From an optimization exercise on the open Yosys and OpenROAD flow, aimed at small area; shortcuts taken in it are not production practice.
Where RTL was checked, it was by simulation tests only, not by an equivalence proof against the original.

v6:
// chrom_fitness_evaluator
module chrom_fitness_evaluator #(
  parameter int NUM_VECTORS  = 16,
  parameter int IN_WIDTH     = 8,
  parameter int OUT_WIDTH    = 8,
  parameter int SUM_WIDTH    = 32,
  parameter int SETTLE_WIDTH = 16,
  parameter int REPEAT_WIDTH = 8
) (
  input  logic                             iClock,
  input  logic                             iReset_n,
  input  logic [NUM_VECTORS*IN_WIDTH-1:0]  iInputSequence,
  input  logic [NUM_VECTORS*OUT_WIDTH-1:0] iExpectedOutput,
  input  logic [NUM_VECTORS*OUT_WIDTH-1:0] iValidOutput,
  input  logic [SETTLE_WIDTH-1:0]          iSettleCycles,
  input  logic [REPEAT_WIDTH-1:0]          iRepeatCount,
  input  logic                             iStartProcessing,
  input  logic                             iDoneProcessingFeedback,
  input  logic                             iStall,
  input  logic [OUT_WIDTH-1:0]             iCircuitOutput,
  output logic [IN_WIDTH-1:0]              oCircuitInput,
  output logic                             oReadyToProcess,
  output logic                             oDoneProcessing,
  output logic [OUT_WIDTH*SUM_WIDTH-1:0]   oErrorSums,
  output logic [2:0]                       oState
);
==> module chrom_fitness_evaluator_cnt, before the edit <==
module chrom_fitness_evaluator_cnt #(
  parameter int W = 12
) (
  input  logic [W-1:0] q,
  input  logic         inc,
  input  logic         clr,
  output logic [W-1:0] d
);
  logic [W:0] t;
  assign t[0] = inc;
  for (genvar i = 0; i < W; i++) begin : g_bit
    chrom_fitness_evaluator_and2  u_t (.a(t[i]), .b(q[i]), .y(t[i+1]));
    chrom_fitness_evaluator_tgclr u_d (.q(q[i]), .t(t[i]), .clr(clr), .d(d[i]));
  end
endmodule
==> module chrom_fitness_evaluator_tgclr, before the edit <==
module chrom_fitness_evaluator_tgclr (
  input  logic q,
  input  logic t,
  input  logic clr,
  output logic d
);
  assign d = ~clr & (q ^ t);
endmodule
Settings: LEC_CHECK=0, CAP_MARGIN=20, CORE_AREA=8 8 192 192, DIE_AREA=0 0 200 200, SLEW_MARGIN=20, SYNTH_HIERARCHICAL=1; clock period 5.0 ns.
standard.sh (not shown) runs the stock make flow with config.mk's settings and CLKGATE_MAP_FILE= SYNTH_SCRIPT=/design/flow/synth_recipe.tcl, a recipe that flattens the netlist after the stock synthesis.
==> flow/flow/run.sh <==
#!/bin/bash
set -euo pipefail
bash standard.sh \
  "BUFFER_PORTS_ARGS=-buffer_cell sky130_fd_sc_hd__buf_1" \
  "CTS_ARGS=-sink_clustering_enable -repair_clock_nets -buf_list sky130_fd_sc_hd__clkbuf_8 -sink_clustering_size 16 -sink_clustering_max_diameter 60 -dont_use_dummy_load" \
  "SKIP_REPAIR_TIE_FANOUT=1" \
  finish > standard.log 2>&1
Inputs modified between v6 and v7:
--- a/flow/design.v
+++ b/flow/design.v
@@ -180,18 +180,29 @@
   logic [W:0] t;
   assign t[0] = inc;
   for (genvar i = 0; i < W; i++) begin : g_bit
     chrom_fitness_evaluator_and2  u_t (.a(t[i]), .b(q[i]), .y(t[i+1]));
-    chrom_fitness_evaluator_tgclr u_d (.q(q[i]), .t(t[i]), .clr(clr), .d(d[i]));
+    chrom_fitness_evaluator_tgclr u_d (.q(q[i]), .t(t[i]), .tn(t[i+1]), .clr(clr), .d(d[i]));
   end
 endmodule
 module chrom_fitness_evaluator_tgclr (
   input  logic q,
   input  logic t,
+  input  logic tn,
   input  logic clr,
   output logic d
 );
-  assign d = ~clr & (q ^ t);
+  logic y;
+  chrom_fitness_evaluator_oa21bi u_y (.a1(q), .a2(t), .b_n(tn), .y(y));
+  assign d = ~(clr | y);
+endmodule
+module chrom_fitness_evaluator_oa21bi (
+  input  logic a1,
+  input  logic a2,
+  input  logic b_n,
+  output logic y
+);
+  assign y = ~((a1 | a2) & ~b_n);
 endmodule
 module chrom_fitness_evaluator_and2 (
   input  logic a,
   input  logic b,
## What came out
Relative to v6, the final hold slack of v7 is lower by 0.019 ns. v7 gives more synthesized instance count than v6 did. Summary of v7 over v6: post-route core utilization climbed 0.36 points; design area climbed 0.52%; part of the cycle the worst path needs has increased; relative area of clock buffers and inverters in the final design essentially unchanged. Summary of v7 over v6: detailed-placement wirelength estimate picked up an extra about 6.4%; post-detailed-routing wire length picked up an extra about 7%. On share of cell area taken by flip-flops and latches: v7 sits below v6. STATUS maximum frequency: v7 loses against v6. Going from v6 to v7, maximum resistive drop on vdd grew by more than half. Looking only at post-synthesis instance area, and setting everything else aside, the higher value of v6 and v7 goes to v6. For the non-clock buffer count, v7 came in 16 higher than v6 did.
No functional check of the RTL was part of v7.

what the ideal ports hide:
The flow's constraints put no driver on any port. The routed layouts listed below were extracted and timed again, unchanged, in two steps. Step 1: set_driving_cell puts a clkbuf_16 on iClock and a buf_2 on each other input, an assumption about the parent block. Step 2 moves the port delays by t, midway between the first and last clock arrival at a register: inputs arrive t later, outputs are due t later. That takes back most of the time a late clock gives input paths. Slacks: no drivers / after step 1 / after step 2; pairs: no drivers / after step 1.
| run | shift t [ns] | setup WS [ns] | worst slew at a driven data input, ns |
|---|---|---|---|
| v6 | 0.615 | 0.302 / 0.302 / 0.302 | 0.15 |
| v7 | 0.631 | 0.237 / 0.237 / 0.219 | 0.16 |
After both steps every run listed still meets setup and hold. The setup slack of v7, which loses most, moves by 0.000 ns with the drivers and by -0.018 ns with both steps.
